Background: an optimization exercise with open tools, aiming at small area, a short achievable clock period and few clock cycles per item. Do not read the settings as production practice. RTL that was checked went through simulation tests only; none was proved equivalent to the original. No functional check of the RTL was part of run 3. No activity file was given, so power comes from the tool's default toggle rates.

**flow/design.v**
```verilog
`default_nettype none
package maf_pkg;
	localparam int WINDOW_MAX_DEF  = 256;
	localparam int SAMPLE_BITS_DEF = 24;
	localparam int WIN_W = 9;
	localparam logic [WIN_W-1:0] WIN_RESET = WIN_W'(1);
	typedef struct packed {
		logic busy;
		logic done;
	} div_status_t;
endpackage
`default_nettype wire
`default_nettype none
module maf_divider #(
	parameter int NUM_W = 32,
	parameter int DEN_W = 9,
	parameter int QUO_W = 24,
	parameter int STEPS = 2
) (
	input  logic                 clk,
	input  logic                 arst_n,
	input  logic                 en,
	input  logic                 in_valid,
	input  logic [NUM_W-1:0]     dividend,
	input  logic [DEN_W-1:0]     divisor,
	input  logic [DEN_W:0]       divisor3,
	output logic                 out_valid,
	output logic [QUO_W-1:0]     quotient
);
	localparam int REM_W = NUM_W - QUO_W;
	localparam int NSTG  = QUO_W / (2 * STEPS);
	localparam int NREG  = NSTG - 1;
	localparam int D3_W  = DEN_W + 1;
	localparam int X_W   = REM_W + 2;
	localparam int DF_W  = REM_W + 4;
	logic [NREG*REM_W-1:0] rem_q;
	logic [NREG*QUO_W-1:0] qb_q;
	logic [NREG*DEN_W-1:0] den_q;
	logic [NREG*D3_W-1:0]  den3_q;
	logic [NREG-1:0]       v_q;
	logic [NSTG*REM_W-1:0] rem_i;
	logic [NSTG*QUO_W-1:0] qb_i;
	logic [NSTG*DEN_W-1:0] den_i;
	logic [NSTG*D3_W-1:0]  den3_i;
	logic [NSTG-1:0]       v_i;
	logic [NSTG*REM_W-1:0] rem_o;
	logic [NSTG*QUO_W-1:0] qb_o;
	function automatic logic [REM_W+QUO_W-1:0] steps_f(
		input logic [REM_W-1:0] rem,
		input logic [QUO_W-1:0] qb,
		input logic [DEN_W-1:0] den,
		input logic [D3_W-1:0]  den3
	);
		logic [REM_W-1:0] r;
		logic [QUO_W-1:0] q;
		logic [X_W-1:0]   x;
		logic [DF_W-1:0]  d1;
		logic [DF_W-1:0]  d2;
		logic [DF_W-1:0]  d3;
		r = rem;
		q = qb;
		for (int i = 0; i < STEPS; i++) begin
			x  = {r, q[QUO_W-1:QUO_W-2]};
			d1 = DF_W'(x) - DF_W'(den);
			d2 = DF_W'(x) - DF_W'({den, 1'b0});
			d3 = DF_W'(x) - DF_W'(den3);
			if (!d3[DF_W-1]) begin
				q = {q[QUO_W-3:0], 2'd3};
				r = d3[REM_W-1:0];
			end else if (!d2[DF_W-1]) begin
				q = {q[QUO_W-3:0], 2'd2};
				r = d2[REM_W-1:0];
			end else if (!d1[DF_W-1]) begin
				q = {q[QUO_W-3:0], 2'd1};
				r = d1[REM_W-1:0];
			end else begin
				q = {q[QUO_W-3:0], 2'd0};
				r = x[REM_W-1:0];
			end
		end
		steps_f = {r, q};
	endfunction
	assign rem_i[0 +: REM_W] = dividend[NUM_W-1:QUO_W];
	assign qb_i[0 +: QUO_W]  = dividend[QUO_W-1:0];
	assign den_i[0 +: DEN_W] = divisor;
	assign den3_i[0 +: D3_W] = divisor3;
	assign v_i[0]            = in_valid;
	assign rem_i[REM_W +: NREG*REM_W] = rem_q;
	assign qb_i[QUO_W +: NREG*QUO_W]  = qb_q;
	assign den_i[DEN_W +: NREG*DEN_W] = den_q;
	assign den3_i[D3_W +: NREG*D3_W]  = den3_q;
	assign v_i[NSTG-1:1]              = v_q;
	for (genvar s = 0; s < NSTG; s++) begin : g_stg
		assign {rem_o[s*REM_W +: REM_W], qb_o[s*QUO_W +: QUO_W]} =
			steps_f(rem_i[s*REM_W +: REM_W], qb_i[s*QUO_W +: QUO_W],
				den_i[s*DEN_W +: DEN_W], den3_i[s*D3_W +: D3_W]);
	end
	always_ff @(posedge clk or negedge arst_n) begin
		if (!arst_n) begin
			v_q <= '0;
		end else if (en) begin
			v_q <= v_i[NREG-1:0];
		end
	end
	always_ff @(posedge clk) begin
		if (en) begin
			rem_q  <= rem_o[NREG*REM_W-1:0];
			qb_q   <= qb_o[NREG*QUO_W-1:0];
			den_q  <= den_i[NREG*DEN_W-1:0];
			den3_q <= den3_i[NREG*D3_W-1:0];
		end
	end
	assign out_valid = v_i[NSTG-1];
	assign quotient  = (den_i[(NSTG-1)*DEN_W +: DEN_W] == '0) ? '0 : qb_o[(NSTG-1)*QUO_W +: QUO_W];
endmodule
`default_nettype wire
`default_nettype none
module maf_ring #(
	parameter int DEPTH   = 256,
	parameter int DATA_W  = 24,
	parameter int WP_STEP = 16
) (
	input  logic                               clk,
	input  logic                               wr_en,
	input  logic [$clog2(DEPTH/WP_STEP)-1:0]   wr_pt,
	input  logic [DATA_W-1:0]                  wr_data,
	input  logic [$clog2(2*WP_STEP)-1:0]       rd_sel,
	output logic [DATA_W-1:0]                  rd_data
);
	localparam int NWP  = DEPTH / WP_STEP;
	localparam int NTAP = 2 * WP_STEP;
	localparam int TW   = $clog2(NTAP);
	logic [DEPTH*DATA_W-1:0] ent;
	always_ff @(posedge clk) begin
		for (int i = 0; i < DEPTH; i++) begin
			if ((i % WP_STEP) == 0 && wr_en && wr_pt == ($clog2(NWP))'(i / WP_STEP)) begin
				ent[i*DATA_W +: DATA_W] <= wr_data;
			end else begin
				ent[i*DATA_W +: DATA_W] <= ent[((i + DEPTH - 1) % DEPTH)*DATA_W +: DATA_W];
			end
		end
	end
	logic [2*NTAP*DATA_W-1:0] node;
	for (genvar t = 0; t < NTAP; t++) begin : g_tap
		localparam int POS = (t < WP_STEP) ? t : (DEPTH / 2 + t - WP_STEP);
		assign node[(NTAP + t)*DATA_W +: DATA_W] = ent[POS*DATA_W +: DATA_W];
	end
	for (genvar d = 0; d < TW; d++) begin : g_lvl
		for (genvar j = 0; j < (1 << d); j++) begin : g_node
			localparam int K = (1 << d) + j;
			assign node[K*DATA_W +: DATA_W] = rd_sel[TW-1-d] ?
				node[(2*K+1)*DATA_W +: DATA_W] : node[(2*K)*DATA_W +: DATA_W];
		end
	end
	assign node[DATA_W-1:0] = '0;
	assign rd_data = node[DATA_W +: DATA_W];
endmodule
`default_nettype wire
`default_nettype none
module moving_average_filter #(
	parameter int WINDOW_MAX  = maf_pkg::WINDOW_MAX_DEF,
	parameter int SAMPLE_BITS = maf_pkg::SAMPLE_BITS_DEF
) (
	input  logic                      clk,
	input  logic                      arst_n,
	input  logic                      cfg_we,
	input  logic [maf_pkg::WIN_W-1:0] cfg_wdata,
	input  logic                      in_valid,
	output logic                      in_ready,
	input  logic [SAMPLE_BITS-1:0]    sample,
	input  logic                      new_series,
	output logic                      out_valid,
	input  logic                      out_ready,
	output logic [SAMPLE_BITS-1:0]    average
);
	localparam int ADDR_W  = $clog2(WINDOW_MAX);
	localparam int CNT_W   = $clog2(WINDOW_MAX + 1);
	localparam int SUM_W   = SAMPLE_BITS + ADDR_W;
	localparam int WP_STEP = 16;
	localparam int WP_W    = $clog2(WP_STEP);
	localparam int PT_W    = ADDR_W - WP_W;
	logic [maf_pkg::WIN_W-1:0] window_q;
	logic [CNT_W-1:0]          span_c;
	logic [ADDR_W-1:0]         span_m1_c;
	logic [CNT_W-1:0]          span;
	logic [ADDR_W-1:0]         span_m1;
	logic                      span_nz;
	logic [PT_W-1:0]           base_pt;
	always_comb begin
		span_c    = (window_q > maf_pkg::WIN_W'(WINDOW_MAX)) ? CNT_W'(WINDOW_MAX) : CNT_W'(window_q);
		span_m1_c = ADDR_W'(span_c - CNT_W'(1));
	end
	always_ff @(posedge clk or negedge arst_n) begin
		if (!arst_n) begin
			span    <= CNT_W'(maf_pkg::WIN_RESET);
			span_m1 <= ADDR_W'(maf_pkg::WIN_RESET - 1);
			span_nz <= 1'b1;
			base_pt <= PT_W'(0) - PT_W'((maf_pkg::WIN_RESET - 1) >> WP_W);
		end else begin
			span    <= span_c;
			span_m1 <= span_m1_c;
			span_nz <= (window_q != '0);
			base_pt <= PT_W'(0) - span_m1_c[ADDR_W-1:WP_W];
		end
	end
	logic                   in_ready_q;
	logic                   s0_v;
	logic [SAMPLE_BITS-1:0] s0_x;
	logic                   s0_ns;
	logic [ADDR_W-1:0]      h_q;       
	logic [ADDR_W-1:0]      raddr_q;   
	logic                   cnt0_q;    
	logic                   full_q;    
	logic [CNT_W-1:0]       nn_q;      
	logic                   aligned_q;
	logic                   en;
	logic                   accept;
	logic                   fresh;
	logic                   aligned;
	logic                   write_now;
	logic [PT_W-1:0]        wr_pt;
	logic [ADDR_W-1:0]      h_next;
	logic [ADDR_W-1:0]      raddr_next;
	logic                   full_next;
	logic [CNT_W-1:0]       nn_next;
	logic                   aligned_next;
	logic [CNT_W-1:0]       n_now;
	logic                   sub_now;
	logic [SAMPLE_BITS-1:0] rd_data;
	assign accept  = in_valid && in_ready_q;
	assign fresh   = s0_ns || cnt0_q;
	assign aligned = aligned_q;
	assign write_now = s0_v && en && (aligned || fresh);
	assign wr_pt   = fresh ? base_pt : h_q[ADDR_W-1:WP_W];
	always_comb begin
		if (write_now) begin
			h_next = fresh ? {base_pt, WP_W'(0)} : h_q;
		end else begin
			h_next = h_q + ADDR_W'(1);
		end
		if (write_now) begin
			raddr_next = fresh ? {{(ADDR_W-WP_W){1'b0}}, span_m1[WP_W-1:0]} : raddr_q;
		end else begin
			raddr_next = raddr_q + ADDR_W'(1);
		end
		aligned_next = (h_next[WP_W-1:0] == '0) && (raddr_next[ADDR_W-2:WP_W] == '0);
		if (s0_ns) begin
			full_next = (span == CNT_W'(1));
			nn_next   = (span < CNT_W'(2)) ? span : CNT_W'(2);
		end else begin
			full_next = span_nz && (nn_q == span);
			nn_next   = (nn_q == span) ? span : nn_q + CNT_W'(1);
		end
		n_now   = s0_ns ? CNT_W'(span_nz) : nn_q;
		sub_now = !s0_ns && full_q;
	end
	maf_ring #(
		.DEPTH   (WINDOW_MAX),
		.DATA_W  (SAMPLE_BITS),
		.WP_STEP (WP_STEP)
	) u_ring (
		.clk     (clk),
		.wr_en   (write_now),
		.wr_pt   (wr_pt),
		.wr_data (s0_x),
		.rd_sel  ({raddr_q[ADDR_W-1], raddr_q[WP_W-1:0]}),
		.rd_data (rd_data)
	);
	logic                   out_v_q;
	logic [SAMPLE_BITS-1:0] out_q;
	logic                   skid_v_q;
	logic [SAMPLE_BITS-1:0] skid_q;
	logic                   div_v;
	logic [SAMPLE_BITS-1:0] div_q;
	logic                   arrive;
	logic                   pop;
	assign en     = !skid_v_q;
	assign arrive = div_v && en;
	assign pop    = out_v_q && out_ready;
	logic s0_v_next;
	logic s0_ns_next;
	logic cnt0_next;
	logic skid_v_next;
	logic in_ready_d;
	always_comb begin
		s0_v_next   = accept || (s0_v && !write_now);
		s0_ns_next  = accept ? new_series : s0_ns;
		cnt0_next   = cfg_we || (cnt0_q && !write_now);
		skid_v_next = skid_v_q ? !pop : (arrive && out_v_q && !pop);
		in_ready_d  = !s0_v_next || (!skid_v_next &&
			(aligned_next || s0_ns_next || cnt0_next));
	end
	always_ff @(posedge clk or negedge arst_n) begin
		if (!arst_n) begin
			window_q   <= maf_pkg::WIN_RESET;
			s0_v       <= 1'b0;
			h_q        <= '0;
			raddr_q    <= '0;
			cnt0_q     <= 1'b1;
			full_q     <= 1'b0;
			nn_q       <= CNT_W'(1);
			aligned_q  <= 1'b1;
		end else begin
			aligned_q  <= aligned_next;
			s0_v       <= s0_v_next;
			h_q        <= h_next;
			raddr_q    <= raddr_next;
			if (cfg_we) begin
				window_q <= cfg_wdata;
				cnt0_q   <= 1'b1;
				full_q   <= 1'b0;
				nn_q     <= CNT_W'(cfg_wdata != '0);
			end else if (write_now) begin
				cnt0_q   <= 1'b0;
				full_q   <= full_next;
				nn_q     <= nn_next;
			end
		end
	end
	always_ff @(posedge clk) begin
		in_ready_q <= in_ready_d;
	end
	always_ff @(posedge clk) begin
		if (accept) begin
			s0_x  <= sample;
			s0_ns <= new_series;
		end
	end
	logic                   v1;
	logic [SAMPLE_BITS-1:0] x1;
	logic [SAMPLE_BITS-1:0] o1;
	logic                   sub1;
	logic                   clr1;
	logic [CNT_W-1:0]       n1;
	always_ff @(posedge clk or negedge arst_n) begin
		if (!arst_n) begin
			v1 <= 1'b0;
		end else if (en) begin
			v1 <= write_now;
		end
	end
	always_ff @(posedge clk) begin
		if (en) begin
			x1   <= s0_x;
			o1   <= rd_data;
			sub1 <= sub_now;
			clr1 <= fresh;
			n1   <= n_now;
		end
	end
	logic                   v2;
	logic [SAMPLE_BITS:0]   d2;
	logic                   clr2;
	logic [CNT_W-1:0]       n2;
	always_ff @(posedge clk or negedge arst_n) begin
		if (!arst_n) begin
			v2 <= 1'b0;
		end else if (en) begin
			v2 <= v1;
		end
	end
	always_ff @(posedge clk) begin
		if (en) begin
			d2   <= {1'b0, x1} - {1'b0, (sub1 ? o1 : '0)};
			clr2 <= clr1;
			n2   <= n1;
		end
	end
	logic                   v3;
	logic [SUM_W-1:0]       sum_q;
	logic [CNT_W-1:0]       n3;
	logic [CNT_W:0]         n3_3;
	always_ff @(posedge clk or negedge arst_n) begin
		if (!arst_n) begin
			v3 <= 1'b0;
		end else if (en) begin
			v3 <= v2;
		end
	end
	always_ff @(posedge clk) begin
		if (en) begin
			n3   <= n2;
			n3_3 <= {1'b0, n2} + {n2, 1'b0};
			if (v2) begin
				sum_q <= (clr2 ? SUM_W'(0) : sum_q) + {{(SUM_W-SAMPLE_BITS-1){d2[SAMPLE_BITS]}}, d2};
			end
		end
	end
	maf_divider #(
		.NUM_W (SUM_W),
		.DEN_W (CNT_W),
		.QUO_W (SAMPLE_BITS),
		.STEPS (1)
	) u_div (
		.clk       (clk),
		.arst_n    (arst_n),
		.en        (en),
		.in_valid  (v3),
		.dividend  (sum_q),
		.divisor   (n3),
		.divisor3  (n3_3),
		.out_valid (div_v),
		.quotient  (div_q)
	);
	always_ff @(posedge clk or negedge arst_n) begin
		if (!arst_n) begin
			out_v_q  <= 1'b0;
			skid_v_q <= 1'b0;
		end else begin
			skid_v_q <= skid_v_next;
			if (skid_v_q || arrive) begin
				out_v_q <= 1'b1;
			end else if (pop) begin
				out_v_q <= 1'b0;
			end
		end
	end
	always_ff @(posedge clk) begin
		if (skid_v_q) begin
			if (pop) begin
				out_q <= skid_q;
			end
		end else if (arrive) begin
			if (!out_v_q || pop) begin
				out_q <= div_q;
			end else begin
				skid_q <= div_q;
			end
		end
	end
	assign in_ready  = in_ready_q;
	assign out_valid = out_v_q;
	assign average   = out_q;
endmodule
`default_nettype wire
```
**flow/flow/run.sh**
```bash
#!/bin/bash
# The standard layout (the standard.sh: standard synthesis, floorplan,
# placement, CTS, routing, finish) with the design's clock period and
# constraints; only the timing repair steps aim further below the period.
set -euo pipefail
bash standard.sh SETUP_SLACK_MARGIN=6.75 finish > standard_flow.log 2>&1
```
**flow/standard.sh**
```bash
#!/bin/bash
# synth_recipe.tcl (not shown) runs the flow's synth.tcl, then flattens the netlist and writes it again
# the make line also repeats each setting of config.mk as NAME=value (left out here)
make -C /OpenROAD-flow-scripts/flow DESIGN_CONFIG=/design/flow/config.mk WORK_HOME=/design/flow/orfs CLKGATE_MAP_FILE= SYNTH_SCRIPT=/design/flow/synth_recipe.tcl "${@:-finish}"
```
**flow/config.mk**
```make
export PLATFORM = sky130hd
export DESIGN_NAME = moving_average_filter
export DESIGN_NICKNAME = moving_average_filter
export VERILOG_FILES = /design/flow/design.v
export SDC_FILE = /design/flow/constraint.sdc
export NUM_CORES = 4
export LEC_CHECK = 0
export ABC_CLOCK_PERIOD_IN_PS = 2000
export CAP_MARGIN = 20
export CORE_MARGIN = 2
export CORE_UTILIZATION = 60
export CTS_CLUSTER_DIAMETER = 80
export CTS_CLUSTER_SIZE = 30
export SLEW_MARGIN = 20
export SYNTH_MEMORY_MAX_BITS = 8192
```
**flow/constraint.sdc**
```tcl
create_clock -name core_clock -period 10.0 [get_ports {clk}]
set_input_delay 2.0000 -clock core_clock [delete_from_list [all_inputs] [get_ports {clk}]]
set_output_delay 2.0000 -clock core_clock [all_outputs]
set_load 0.01 [all_outputs]
```
==> impl_metrics.py, run 1 <==
metrics = {
    "layout": {
        "fin_nets": 11652,
        "n_fill_cell": 20817,
        "area_delta_synth_final_pct": 8.47,
        "layout.area.seq_um2": 148000,
        "multi_input_area_um2": 29200,
        "final_area_um2": 194000,
        "drive_gt1_frac": 0.112,
    },
    "global_routing": {
        "antenna_found_initial": 22,
        "grtUsageTotal": 0.183,
        "overflow": 0,
        "grt_pass1_wl_mm": 433,
        "grt_pass1_vias": 75581,
        "grt_start_max_net_pins": 150,
    },
    "timing": {
        "setup_viol": 0,
        "hold_violations": 0,
        "grt_setup_unrepaired": "true",
        "drv_slew": 0,
        "slew_headroom": 0.264,
        "min_period_ps": 3470,
        "tightest_slew_ps": 1100,
        "finalSetupTns_ps": 0,
        "skew_ps": 54.1,
        "fin_crit_sh": 0.347,
        "fmax_ghz": 0.289,
    },
    "floorplanning": {
        "rows": 200,
        "die-height_um": 550,
        "die_area_um2": 302000,
        "initial_core_util": 0.602,
        "die_w_um": 550,
        "ios": 65,
        "core_area_um2": 297000,
    },
    "critical_path": {
        "crit_type": "flop to output port",
        "regToRegSetupSlack_ps": 6740,
        "arrival_ps": 1470,
        "crit_path_max_incr_delay_ps": 410,
        "cp-end-kind": "output port",
        "critical_path_peak_fanout": 1,
        "path_buf_inv": 1,
        "required_ps": 8000,
        "crit_chain": "buf_2",
        "critPathLaunchType": "flop",
        "cp_slowest_cell": "edfxtp_1",
        "cp_top_family": "flip-flops",
    },
    "routing": {
        "num_vias": 74841,
        "ant_nets": 0,
        "finalWirelength_mm": 279,
        "wl_per_cell_um": 18.3,
        "dr.pass1.iters": 6,
        "drcViolationCount": 0,
        "vias_per_cell": 4.91,
        "drtIter0Drc": 4766,
    },
    "logic_synthesis": {
        "synth_area_um2": 179000,
        "yosys.area.top_type": "dfxtp_1",
        "netlist_instances": 10899,
        "ys_seq_elements": 6984,
        "synth_edf_count": 766,
        "synth_cell_type_count": 83,
        "async_flop_share": 0.0103,
        "synth_top_area_frac": 0.689,
        "syn-num-nets": 11364,
        "synthTopCellsByArea": "dfxtp_1 (69%), edfxtp_1 (13%), mux2_2 (3.2%), ha_1 (2.7%), mux2i_1 (1.2%)",
        "avgSynthCellArea_um2": 16.4,
        "ys.flop_type": "dfxtp_1",
        "synth_seq_area_share": 0.828,
        "synth_warnings": 3,
    },
    "pwr": {
        "p_comb_frac": 0.230,
        "clkPwrFrac": 0.204,
        "p_total_w": 0.0666,
        "swShare": 0.285,
        "p_per_area_nw_per_um2": 344,
        "p_switching_w": 0.0190,
        "cellLeakagePower_nw": 78.0,
        "ir_drop_v": 0.000227,
        "p_int_w": 0.0476,
        "seqPwrFrac": 0.566,
    },
    "status": {
        "status": "finished clean",
    },
    "min_path": {
        "min_path_type": "flop to flop",
    },
    "clocking": {
        "hold_buffers": 0,
        "clock_insertion_delay_worst_skew_ps": 920,
        "cts_buffer_depth": 4,
        "htreeDepth": 5,
        "cts_tree": "yes",
        "numCtsBuffers": 283,
        "clockRootBuffer": "clkbuf_16",
        "path_clk_slew_ps": 110,
        "clock_sinks": 6984,
    },
    "placement": {
        "placed_area_um2": 184000,
        "dp.final_hpwl_mm": 166,
        "gp_congestion": 0.853,
        "port_buffers": 64,
    },
    "job": {
        "maxCapViolations": 0,
    },
}
-- routing by layer --
| layer | vias up | wire length (um) | GRT usage |
|---|---|---|---|
| li1 | 37086 | - | - |
| met1 | 36436 | 140000 | 0.274 |
| met2 | 950 | 124000 | 0.287 |
| met3 | 365 | 9790 | 0.0255 |
| met4 | 4 | 5170 | 0.0373 |
| met5 | - | 23 | 0 |
-- worst paths after layout --
path                                          start                        to  cells past startpoint
min reg2reg                u_ring.ent[3578]$_DFF_P_  u_ring.ent[3602]$_DFF_P_                      0
min                        u_ring.ent[3578]$_DFF_P_  u_ring.ent[3602]$_DFF_P_                      0
max                             out_q[16]$_DFFE_PP_               average[16]                      1
max in group asynchronous                    arst_n    raddr_q[0]$_DFFE_PN0P_                      2
min in group asynchronous                    arst_n       nn_q[5]$_DFFE_PN0P_                      1
max reg2reg                          clr2$_DFFE_PN_       sum_q[28]$_DFFE_PP_                     13
-- cell usage in the layout, fill, tap and decap left out, types with 57 or more instances in the layout --
cell / synthesis / final
nor2b_1: 137 / 128
a21o_1: 125 / 125
a21oi_1: 321 / 300
dfrtp_1: 66 / 62
o21ai_0: 283 / 279
xnor2_1: 136 / 136
edfxtp_1: 766 / 766
mux4_2: 96 / 96
dfxtp_1: 6146 / 6144
buf_4: 4 / 104
mux2i_1: 220 / 219
inv_1: 351 / 351
o221ai_1: 74 / 73
mux2_2: 510 / 510
ha_1: 390 / 381
o21a_1: 58 / 57
clkbuf_16: 0 / 291
nor2_1: 168 / 162
nand2_1: 233 / 228
xor2_1: 74 / 74
-- cell usage after synthesis (all sizes together), types with 15 or more instances --
library cell	number
o21ai	290
a21o	126
nand2	233
buf	91
dfrtp	66
nand2b	41
nand3	37
nor2	171
nor3	17
and3	33
fa	36
nand4	21
o31a	15
and2	30
nor2b	137
a22oi	23
edfxtp	766
o221ai	74
ha	390
nor4	16
o21bai	29
or3	23
a211o	23
dfxtp	6146
o21a	58
mux4	96
a21oi	321
mux2	511
o22ai	47
xnor2	136
a311oi	22
clkbuf	117
xor2	74
inv	352
mux2i	221
-- kinds of logic after synthesis --
family | after synthesis | share of synthesized area
flops | 6984 | 0.828
compound gates | 1099 | 0.0393
mux | 828 | 0.0567
simple gates | 790 | 0.0220
buf+inv | 561 | 0.0123
fa+ha+maj | 427 | 0.0314
xor+xnor | 210 | 0.0103
-- per-stage QoR --
step                      setup WS, ps   util  hold WS, ps  instances
after global placement            5830  0.621          309      14770
after detailed placement          5800  0.621          312      14771
final                             6530  0.653          312      15235
after global routing              6440  0.653          313      15222
after floorplan                   6710      -          310      10899
after CTS                         6420  0.651          305      15201
-- state kept, by name, indices dropped and copies added, names as in the netlist, 11 cells and up --
name,flops
o1,24
skid_q,24
x1,24
u_div.qb_q,264
u_div.v_q,11
u_div.den_q,99
sum_q,32
u_div.den3_q,99
u_ring.ent,6144
d2,25
out_q,24
u_div.rem_q,88
s0_x,24
-- power by group through the flow --
stage / Combinational, W / Sequential, W / Clock, W
3_5_place_dp: 0.0145 / 0.0384 / 0
5_1_grt: 0.0170 / 0.0383 / 0.0150
4_1_cts: 0.0151 / 0.0379 / 0.0140
3_3_place_gp: 0.0141 / 0.0383 / 0
2_1_floorplan: 0.0111 / 0.0371 / 0
6_report: 0.0153 / 0.0377 / 0.0136
-- repair_timing --
action,CTS,global route
pin swaps,28,22
setup endpoints to repair,670,249
gates resized for setup,167,74
setup buffers,44,16
gates cloned,6,3
-- area by class of cell --
type                       count  share of cell area
inverter                     353             0.00691
tap                         3939              0.0254
antenna                       14            0.000181
timing repair buffer         208              0.0108
multi-input combinational   3357               0.151
clock buffer                 324              0.0381
sequential                  6984               0.763
clock inverter                56             0.00473
Testbench counts, summed over its fixed seeds: cycles 6,512, items 6,000.
==> run 2: changes to the inputs <==
--- a/flow/design.v
+++ b/flow/design.v
@@ -205,7 +205,4 @@
 	end
 	logic                   in_ready_q;
-	logic                   s0_v;
-	logic [SAMPLE_BITS-1:0] s0_x;
-	logic                   s0_ns;
 	logic [ADDR_W-1:0]      h_q;       
 	logic [ADDR_W-1:0]      raddr_q;   
@@ -229,7 +226,7 @@
 	logic [SAMPLE_BITS-1:0] rd_data;
 	assign accept  = in_valid && in_ready_q;
-	assign fresh   = s0_ns || cnt0_q;
+	assign fresh   = new_series || cnt0_q;
 	assign aligned = aligned_q;
-	assign write_now = s0_v && en && (aligned || fresh);
+	assign write_now = accept;
 	assign wr_pt   = fresh ? base_pt : h_q[ADDR_W-1:WP_W];
 	always_comb begin
@@ -245,5 +242,5 @@
 		end
 		aligned_next = (h_next[WP_W-1:0] == '0) && (raddr_next[ADDR_W-2:WP_W] == '0);
-		if (s0_ns) begin
+		if (new_series) begin
 			full_next = (span == CNT_W'(1));
 			nn_next   = (span < CNT_W'(2)) ? span : CNT_W'(2);
@@ -252,6 +249,6 @@
 			nn_next   = (nn_q == span) ? span : nn_q + CNT_W'(1);
 		end
-		n_now   = s0_ns ? CNT_W'(span_nz) : nn_q;
-		sub_now = !s0_ns && full_q;
+		n_now   = new_series ? CNT_W'(span_nz) : nn_q;
+		sub_now = !new_series && full_q;
 	end
 	maf_ring #(
@@ -263,5 +260,5 @@
 		.wr_en   (write_now),
 		.wr_pt   (wr_pt),
-		.wr_data (s0_x),
+		.wr_data (sample),
 		.rd_sel  ({raddr_q[ADDR_W-1], raddr_q[WP_W-1:0]}),
 		.rd_data (rd_data)
@@ -278,21 +275,15 @@
 	assign arrive = div_v && en;
 	assign pop    = out_v_q && out_ready;
-	logic s0_v_next;
-	logic s0_ns_next;
 	logic cnt0_next;
 	logic skid_v_next;
 	logic in_ready_d;
 	always_comb begin
-		s0_v_next   = accept || (s0_v && !write_now);
-		s0_ns_next  = accept ? new_series : s0_ns;
 		cnt0_next   = cfg_we || (cnt0_q && !write_now);
 		skid_v_next = skid_v_q ? !pop : (arrive && out_v_q && !pop);
-		in_ready_d  = !s0_v_next || (!skid_v_next &&
-			(aligned_next || s0_ns_next || cnt0_next));
+		in_ready_d  = !skid_v_next && !cfg_we && (aligned_next || cnt0_next);
 	end
 	always_ff @(posedge clk or negedge arst_n) begin
 		if (!arst_n) begin
 			window_q   <= maf_pkg::WIN_RESET;
-			s0_v       <= 1'b0;
 			h_q        <= '0;
 			raddr_q    <= '0;
@@ -303,5 +294,4 @@
 		end else begin
 			aligned_q  <= aligned_next;
-			s0_v       <= s0_v_next;
 			h_q        <= h_next;
 			raddr_q    <= raddr_next;
@@ -321,10 +311,4 @@
 		in_ready_q <= in_ready_d;
 	end
-	always_ff @(posedge clk) begin
-		if (accept) begin
-			s0_x  <= sample;
-			s0_ns <= new_series;
-		end
-	end
 	logic                   v1;
 	logic [SAMPLE_BITS-1:0] x1;
@@ -342,5 +326,5 @@
 	always_ff @(posedge clk) begin
 		if (en) begin
-			x1   <= s0_x;
+			x1   <= sample;
 			o1   <= rd_data;
 			sub1 <= sub_now;
==> impl_metrics.py, run 2 <==
metrics = {
    "routing": {
        "finalWirelength_mm": 281,
        "num_vias": 74925,
        "drtIter0Drc": 4262,
        "wl_per_cell_um": 18.4,
        "drcViolationCount": 0,
        "vias_per_cell": 4.92,
        "dr.pass1.iters": 5,
        "ant_nets": 0,
    },
    "logic_synthesis": {
        "synth_cell_type_count": 84,
        "syn-num-nets": 11423,
        "yosys.area_share.simple": 0.0239,
        "synthAdderAreaFrac": 0.0314,
        "synthTopCellsByArea": "dfxtp_1 (69%), edfxtp_1 (13%), mux2_2 (3.4%), ha_1 (2.7%), mux2i_1 (1.3%)",
        "synth_warnings": 3,
        "synth_most_common_cell": "dfxtp_1",
        "synth_seq_area_share": 0.825,
        "synth_xor_area_frac": 0.00934,
        "synth_commonest_cells": "dfxtp_1 (6145), edfxtp_1 (742), mux2_2 (532)",
        "async_flop_share": 0.0101,
        "netlist_instances": 10958,
        "synth_top_family_by_area": "multiplexers",
        "synth_area_um2": 178000,
        "synth_top_area_frac": 0.690,
        "synth_edf_count": 742,
        "synth_compound_area_frac": 0.0382,
        "yosys.area.top_type": "dfxtp_1",
        "muxShareOfSynthArea": 0.0590,
        "ys.flop_type": "dfxtp_1",
        "avgSynthCellArea_um2": 16.3,
        "ys_seq_elements": 6957,
    },
    "global_routing": {
        "antenna_found_initial": 14,
        "overflow": 0,
        "grt_pass1_wl_mm": 437,
        "grt_start_max_net_pins": 113,
        "grtUsageTotal": 0.185,
        "grt_pass1_vias": 76003,
    },
    "pwr": {
        "p_int_w": 0.0433,
        "p_comb_frac": 0.221,
        "swShare": 0.284,
        "clkPwrFrac": 0.223,
        "p_per_area_nw_per_um2": 314,
        "ir_drop_v": 0.000199,
        "seqPwrFrac": 0.556,
        "cellLeakagePower_nw": 77.5,
        "p_switching_w": 0.0172,
    },
    "layout": {
        "final_core_utilization": 0.651,
        "multi_input_area_um2": 29400,
        "final_area_um2": 193000,
        "largestRegisters": "u_ring.ent x6144, u_div.qb_q x264",
        "area_delta_synth_final_pct": 8.17,
        "n_fill_cell": 20822,
        "drive_gt1_frac": 0.111,
        "final_common_cell": "dfxtp_1",
        "regMostFlops": "u_ring.ent",
        "fin_nets": 11677,
        "layout.area.seq_um2": 147000,
        "largest_reg_flops": 6144,
        "final_cell_mix": "dfxtp_1 (6144), edfxtp_1 (742), mux2_2 (523)",
    },
    "timing": {
        "min_period_ps": 3460,
        "drv_slew": 0,
        "finalWorstSetupSlack_ps": 6540,
        "grt_setup_unrepaired": "true",
        "tightest_slew_ps": 1050,
        "finalSetupTns_ps": 0,
        "skew_ps": 67.8,
        "setup_viol": 0,
        "hold_violations": 0,
        "slew_headroom": 0.303,
        "fin_crit_sh": 0.346,
        "fmax_ghz": 0.289,
        "whs_ps": 305,
    },
    "critical_path": {
        "required_ps": 8000,
        "crit_chain": "buf_2",
        "cp_slowest_cell": "edfxtp_1",
        "crit_path_max_incr_delay_ps": 400,
        "critPathLaunchType": "flop",
        "critical_path_peak_fanout": 1,
        "cp-end-kind": "output port",
        "path_buf_inv": 1,
        "arrival_ps": 1460,
        "cp_top_family": "flip-flops",
        "crit_type": "flop to output port",
    },
    "clocking": {
        "clockRootBuffer": "clkbuf_16",
        "path_clk_slew_ps": 100,
        "numCtsBuffers": 284,
        "clock_insertion_delay_worst_skew_ps": 910,
        "htreeDepth": 5,
        "hold_buffers": 0,
        "cts_tree": "yes",
        "cts_buffer_depth": 4,
        "clock_sinks": 6957,
    },
    "floorplanning": {
        "die_area_um2": 301000,
        "die_w_um": 549,
        "ios": 65,
        "initial_core_util": 0.602,
        "core_area_um2": 296000,
        "rows": 200,
        "die-height_um": 549,
    },
    "placement": {
        "gp_congestion": 0.831,
        "dp.final_hpwl_mm": 168,
        "place_ws_ps": 4250,
        "placed_area_um2": 183000,
        "port_buffers": 64,
    },
    "min_path": {
        "min_path_type": "flop to flop",
    },
    "job": {
        "maxCapViolations": 0,
    },
    "status": {
        "status": "finished clean",
    },
}
## run 2: what timing repair did
| item | CTS | global route |
|---|---|---|
| setup buffers | 17 | 22 |
| endpoints found under the setup margin | 725 | 341 |
| resized for setup | 213 | 67 |
| gates cloned | 6 | 0 |
| pin swaps | 10 | 20 |
## run 2: power groups by stage
stage	Combinational, W	Sequential [W]	Clock [W]
2_1_floorplan	0.0100	0.0334	0
3_3_place_gp	0.0127	0.0343	0
3_5_place_dp	0.0129	0.0343	0
4_1_cts	0.0132	0.0337	0.0139
5_1_grt	0.0150	0.0339	0.0149
6_report	0.0134	0.0336	0.0135
## run 2: layout make-up
class | instances | area share
Clock inverter | 58 | 0.00438
Antenna cell | 5 | 0.0000649
Timing Repair Buffer | 172 | 0.00917
Inverter | 355 | 0.00699
Sequential cell | 6957 | 0.763
Tap cell | 3939 | 0.0256
Clock buffer | 316 | 0.0382
Multi-Input combinational cell | 3442 | 0.153
## run 2: cells by family (layout without fill, tap and decap cells)
| kind of cell | count (synthesis) | after routing |
|---|---|---|
| and+or+nand+nor | 891 | 892 |
| buffers and inverters | 560 | 901 |
| muxes | 864 | 864 |
| xor gates and xnor gates | 190 | 190 |
| DFF | 6957 | 6957 |
| AOI/OAI and AO/OA | 1070 | 1070 |
| other | 0 | 5 |
| adders and majority gates | 426 | 426 |
## run 2: path summary, 6_finish.rpt
path                                          start                   endpoint  slack, ps  depth (start not counted)
max reg2reg                          sub1$_DFFE_PN_           d2[20]$_DFFE_PN_       6850                         12
max                              out_q[8]$_DFFE_PP_                 average[8]       6540                          1
min in group asynchronous                    arst_n  u_div.v_q[10]$_DFFE_PN0N_        950                          1
min reg2reg                u_ring.ent[5881]$_DFF_P_   u_ring.ent[5905]$_DFF_P_        310                          0
min                        u_ring.ent[5881]$_DFF_P_   u_ring.ent[5905]$_DFF_P_        310                          0
max in group asynchronous                    arst_n     raddr_q[3]$_DFFE_PN0P_       7850                          2
## run 2: metrics by stage
stage | power, W | std cells
after CTS | 0.0608 | 15217
after floorplan | 0.0434 | 10958
final | 0.0605 | 15244
after global placement | 0.0470 | 14820
after detailed placement | 0.0472 | 14820
after global routing | 0.0638 | 15240
## run 2: routing by layer
metal,vias to the layer above,wire (um),GRT usage
met2,846,131000,0.303
met1,36495,135000,0.263
li1,37199,-,-
met4,0,6260,0.0434
met5,-,0,0
met3,385,8340,0.0244
Testbench counts of run 2, summed over its fixed seeds: cycles 6,480, items 6,000.
==> run 3: changes to the inputs <==
--- a/flow/design.v
+++ b/flow/design.v
@@ -24,5 +24,4 @@
 	input  logic [NUM_W-1:0]     dividend,
 	input  logic [DEN_W-1:0]     divisor,
-	input  logic [DEN_W:0]       divisor3,
 	output logic                 out_valid,
 	output logic [QUO_W-1:0]     quotient
@@ -31,5 +30,4 @@
 	localparam int NSTG  = QUO_W / (2 * STEPS);
 	localparam int NREG  = NSTG - 1;
-	localparam int D3_W  = DEN_W + 1;
 	localparam int X_W   = REM_W + 2;
 	localparam int DF_W  = REM_W + 4;
@@ -37,10 +35,8 @@
 	logic [NREG*QUO_W-1:0] qb_q;
 	logic [NREG*DEN_W-1:0] den_q;
-	logic [NREG*D3_W-1:0]  den3_q;
 	logic [NREG-1:0]       v_q;
 	logic [NSTG*REM_W-1:0] rem_i;
 	logic [NSTG*QUO_W-1:0] qb_i;
 	logic [NSTG*DEN_W-1:0] den_i;
-	logic [NSTG*D3_W-1:0]  den3_i;
 	logic [NSTG-1:0]       v_i;
 	logic [NSTG*REM_W-1:0] rem_o;
@@ -49,6 +45,5 @@
 		input logic [REM_W-1:0] rem,
 		input logic [QUO_W-1:0] qb,
-		input logic [DEN_W-1:0] den,
-		input logic [D3_W-1:0]  den3
+		input logic [DEN_W-1:0] den
 	);
 		logic [REM_W-1:0] r;
@@ -64,5 +59,5 @@
 			d1 = DF_W'(x) - DF_W'(den);
 			d2 = DF_W'(x) - DF_W'({den, 1'b0});
-			d3 = DF_W'(x) - DF_W'(den3);
+			d3 = DF_W'(x) - DF_W'(den) - DF_W'({den, 1'b0});
 			if (!d3[DF_W-1]) begin
 				q = {q[QUO_W-3:0], 2'd3};
@@ -84,15 +79,13 @@
 	assign qb_i[0 +: QUO_W]  = dividend[QUO_W-1:0];
 	assign den_i[0 +: DEN_W] = divisor;
-	assign den3_i[0 +: D3_W] = divisor3;
 	assign v_i[0]            = in_valid;
 	assign rem_i[REM_W +: NREG*REM_W] = rem_q;
 	assign qb_i[QUO_W +: NREG*QUO_W]  = qb_q;
 	assign den_i[DEN_W +: NREG*DEN_W] = den_q;
-	assign den3_i[D3_W +: NREG*D3_W]  = den3_q;
 	assign v_i[NSTG-1:1]              = v_q;
 	for (genvar s = 0; s < NSTG; s++) begin : g_stg
 		assign {rem_o[s*REM_W +: REM_W], qb_o[s*QUO_W +: QUO_W]} =
 			steps_f(rem_i[s*REM_W +: REM_W], qb_i[s*QUO_W +: QUO_W],
-				den_i[s*DEN_W +: DEN_W], den3_i[s*D3_W +: D3_W]);
+				den_i[s*DEN_W +: DEN_W]);
 	end
 	always_ff @(posedge clk or negedge arst_n) begin
@@ -108,5 +101,4 @@
 			qb_q   <= qb_o[NREG*QUO_W-1:0];
 			den_q  <= den_i[NREG*DEN_W-1:0];
-			den3_q <= den3_i[NREG*D3_W-1:0];
 		end
 	end
@@ -354,5 +346,4 @@
 	logic [SUM_W-1:0]       sum_q;
 	logic [CNT_W-1:0]       n3;
-	logic [CNT_W:0]         n3_3;
 	always_ff @(posedge clk or negedge arst_n) begin
 		if (!arst_n) begin
@@ -365,5 +356,4 @@
 		if (en) begin
 			n3   <= n2;
-			n3_3 <= {1'b0, n2} + {n2, 1'b0};
 			if (v2) begin
 				sum_q <= (clr2 ? SUM_W'(0) : sum_q) + {{(SUM_W-SAMPLE_BITS-1){d2[SAMPLE_BITS]}}, d2};
@@ -383,5 +373,4 @@
 		.dividend  (sum_q),
 		.divisor   (n3),
-		.divisor3  (n3_3),
 		.out_valid (div_v),
 		.quotient  (div_q)
==> impl_metrics.py, run 3 <==
metrics = {
    "status": {
        "status": "finished clean",
    },
    "global_routing": {
        "overflow": 0,
        "grt_pass1_wl_mm": 409,
        "antenna_found_initial": 17,
        "grt_start_max_net_pins": 120,
        "grt_use_met1": 0.258,
        "grtUsageTotal": 0.177,
        "grt_pass1_vias": 72272,
        "gr-max-usage-layer": "met2",
        "met3_usage": 0.0210,
        "gr-usage-met2": 0.282,
    },
    "floorplanning": {
        "die-height_um": 542,
        "initial_core_util": 0.603,
        "die_area_um2": 293000,
        "die_w_um": 542,
        "core_area_um2": 288000,
        "rows": 197,
        "ios": 65,
    },
    "layout": {
        "largestRegisters": "u_ring.ent x6144, u_div.qb_q x264, u_div.den_q x99",
        "final_area_um2": 192000,
        "largest_reg_flops": 6144,
        "regMostFlops": "u_ring.ent",
        "stdcell_count": 14614,
        "multi_input_area_um2": 30300,
        "final_cell_mix": "dfxtp_1 (6144), edfxtp_1 (634), mux2_2 (411)",
        "layout.area.seq_um2": 144000,
        "fin_nets": 11198,
        "final_common_cell": "dfxtp_1",
        "n_fill_cell": 19694,
        "area_delta_synth_final_pct": 10.5,
        "drive_gt1_frac": 0.179,
    },
    "logic_synthesis": {
        "synthTopCellsByArea": "dfxtp_1 (71%), edfxtp_1 (11%), mux4_2 (3.1%), ha_1 (2.8%), mux2_2 (2.7%)",
        "synth_edf_count": 634,
        "synth_top_area_frac": 0.710,
        "ys.flop_type": "dfxtp_1",
        "async_flop_share": 0.0102,
        "synth_most_common_cell": "dfxtp_1",
        "synth_seq_area_share": 0.830,
        "avgSynthCellArea_um2": 17.0,
        "yosys.area.top_type": "dfxtp_1",
        "netlist_instances": 10213,
        "ys_seq_elements": 6849,
        "syn-num-nets": 10669,
        "synth_commonest_cells": "dfxtp_1 (6145), edfxtp_1 (634), mux2_2 (416)",
        "synth_warnings": 3,
        "synth_cell_type_count": 80,
        "synth_area_um2": 173000,
    },
    "timing": {
        "hold_violations": 0,
        "slew_headroom": 0.293,
        "finalWorstSetupSlack_ps": 6490,
        "min_period_ps": 3510,
        "setup_viol": 0,
        "drv_slew": 0,
        "tightest_slew_ps": 1060,
        "finalSetupTns_ps": 0,
        "grt_setup_unrepaired": "true",
        "fmax_ghz": 0.285,
        "skew_ps": 67.9,
        "fin_crit_sh": 0.351,
    },
    "pwr": {
        "p_per_area_nw_per_um2": 354,
        "p_switching_w": 0.0202,
        "seqPwrFrac": 0.482,
        "p_total_w": 0.0679,
        "ir_drop_v": 0.000349,
        "cellLeakagePower_nw": 76.8,
        "swShare": 0.298,
        "p_comb_frac": 0.323,
        "p_int_w": 0.0476,
        "clkPwrFrac": 0.195,
    },
    "clocking": {
        "path_clk_slew_ps": 110,
        "cts_buffer_depth": 4,
        "numCtsBuffers": 279,
        "clock_sinks": 6849,
        "clock_insertion_delay_worst_skew_ps": 920,
        "clockRootBuffer": "clkbuf_16",
        "cts_tree": "yes",
        "htreeDepth": 5,
    },
    "critical_path": {
        "critical_path_peak_fanout": 5,
        "crit_start": "u_div.qb_q[94]$_DFFE_PN_",
        "crit_chain": "inv_2, ha_4, inv_2, fa_2, a21o_1, a21oi_2, o21bai_1, a21oi_2, buf_4, buf_4, buf_4, buf_6, buf_6, buf_6, o21ai_4, o311ai_4, buf_12, mux2_2, a21oi_1, a21oi_2",
        "arrival_ps": 4130,
        "crit_type": "flop to flop",
        "cp_top_family": "compound AO/OA/AOI/OAI gates",
        "required_ps": 10620,
        "cp_slowest_cell": "edfxtp_1",
        "cp-end-kind": "flop",
        "critPathLaunchType": "flop",
        "path_buf_inv": 9,
        "timing.rr.end": "u_div.rem_q[34]$_DFFE_PN_",
        "crit_path_max_incr_delay_ps": 390,
        "regToRegSetupSlack_ps": 6490,
        "r2r_start": "u_div.qb_q[94]$_DFFE_PN_",
        "r2r_cells": 20,
    },
    "job": {
        "maxCapViolations": 0,
    },
    "min_path": {
        "whs_endpoint": "u_ring.ent[3515]$_DFF_P_",
        "min_from": "u_ring.ent[3491]$_DFF_P_",
        "min_path_type": "flop to flop",
        "whs_path_depth": 0,
    },
    "routing": {
        "drtIter0Drc": 3828,
        "num_vias": 71026,
        "vias_per_cell": 4.86,
        "dr.pass1.iters": 5,
        "drcViolationCount": 0,
        "ant_nets": 0,
        "wl_per_cell_um": 17.9,
        "finalWirelength_mm": 262,
    },
    "placement": {
        "gp_congestion": 0.824,
        "port_buffers": 64,
        "dp.final_hpwl_mm": 151,
        "dp_cells": 13936,
        "place_ws_ps": 4440,
        "placed_area_um2": 179000,
    },
}
==> run 3: cell count changes after synthesis, moves of 31 or more <==
cell | previous run | this run
mux2i_1 | 235 | 62
nand2_1 | 264 | 114
mux4_2 | 96 | 240
o21ai_0 | 263 | 141
mux2_2 | 532 | 416
edfxtp_1 | 742 | 634
mux2_1 | 1 | 103
inv_1 | 353 | 265
o221ai_1 | 74 | 1
a21oi_1 | 322 | 272
o21a_1 | 56 | 11
o21ai_1 | 10 | 42
o21bai_1 | 21 | 53
a21o_1 | 68 | 99
==> run 3: layout make-up <==
| cell class | instances | share of cell area |
|---|---|---|
| tap | 3781 | 0.0247 |
| clock buffer | 305 | 0.0375 |
| multi-input combinational | 2941 | 0.158 |
| antenna | 9 | 0.000118 |
| sequential | 6849 | 0.751 |
| timing repair buffer | 404 | 0.0186 |
| clock inverter | 58 | 0.00442 |
| inverter | 267 | 0.00534 |
==> run 3: worst max-delay path by stage <==
stage	to	slack, ps	cells past startpoint
floorplan	u_ring.ent[2691]$_DFF_P_	6440	9
global placement	u_ring.ent[5001]$_DFF_P_	4470	7
detailed placement	u_ring.ent[4999]$_DFF_P_	4440	7
CTS	average[18]	6450	1
global route	u_div.rem_q[34]$_DFFE_PN_	6330	20
finish	u_div.rem_q[34]$_DFFE_PN_	6490	20
==> run 3: routing by layer <==
metal	vias up	wire length, um	share of wire
met2	792	120000	0.46
met5	-	13	0.000050
li1	35091	-	-
met3	395	7500	0.029
met4	2	6590	0.025
met1	34746	128000	0.49
==> run 3: logic make-up (layout without fill, tap and decap cells) <==
kind of cell / Yosys count / after routing / synth area share
and+or+nand+nor: 717 / 725 / 0.0211
buffers and inverters: 433 / 1034 / 0.0101
AOI/OAI and AO/OA: 743 / 745 / 0.0272
muxes: 821 / 821 / 0.0685
xor gates and xnor gates: 233 / 233 / 0.0118
adders and majority gates: 417 / 417 / 0.0317
other: 0 / 9 / 0
DFF: 6849 / 6849 / 0.830
==> run 3: worst reg2reg max path: cells and delay by family, from the launching register on <==
kind | cells | cell delay, ps
buf+inv | 9 | 860
fa+ha+maj | 2 | 480
compound gates | 8 | 1190
mux | 1 | 330
flops | 1 | 390
==> run 3: power groups by stage <==
stage / sequential, W / clock, W / combinational (W)
after global routing: 0.0330 / 0.0146 / 0.0242
after floorplan: 0.0327 / 0 / 0.0125
after CTS: 0.0327 / 0.0137 / 0.0190
final: 0.0327 / 0.0133 / 0.0219
after detailed placement: 0.0334 / 0 / 0.0155
after global placement: 0.0334 / 0 / 0.0152
==> run 3: through the flow <==
step | utilization | hold slack (ps)
floorplan | - | 310
global placement | 0.621 | 310
detailed placement | 0.621 | 312
CTS | 0.659 | 286
global route | 0.666 | 292
finish | 0.666 | 288
==> run 3: what timing repair did <==
item / in CTS / in global routing
pin swaps: 199 / 219
hold buffers: 0 / 0
gates resized for setup: 437 / 305
cloned: 12 / 4
setup endpoints to repair: 571 / 280
buffers inserted: 208 / 82

[separate check: timing with driven ports]
Ports are ideal in the flow. The routed layouts listed here were re-timed in OpenROAD.
Step 1: set_driving_cell puts a clkbuf_16 on clk and a buf_2 on each other input, an assumption about the parent block.
Step 2, shift: input delay + t, output delay - t, t = (earliest + latest rising clock arrival at the registers) / 2. This alone moves slack from input paths to output paths.
Three values: ideal ports, drivers, drivers and shift; two values: the first two.
| run | t (ns) | setup slack, ns | worst register clock-pin slew, ns | pins driven straight from the clock port |
|---|---|---|---|---|
| run 1 | 0.987 | 6.534 / 6.440 / 6.019 | 0.11 / 0.11 | 1 |
| run 2 | 0.978 | 6.541 / 6.443 / 5.820 | 0.11 / 0.11 | 1 |
| run 3 | 0.983 | 6.492 / 6.464 / 5.674 | 0.11 / 0.11 | 1 |
After both steps every run listed still meets setup and hold. The setup slack of run 3, which loses most, moves by -0.028 ns with the drivers and by -0.818 ns with both steps.
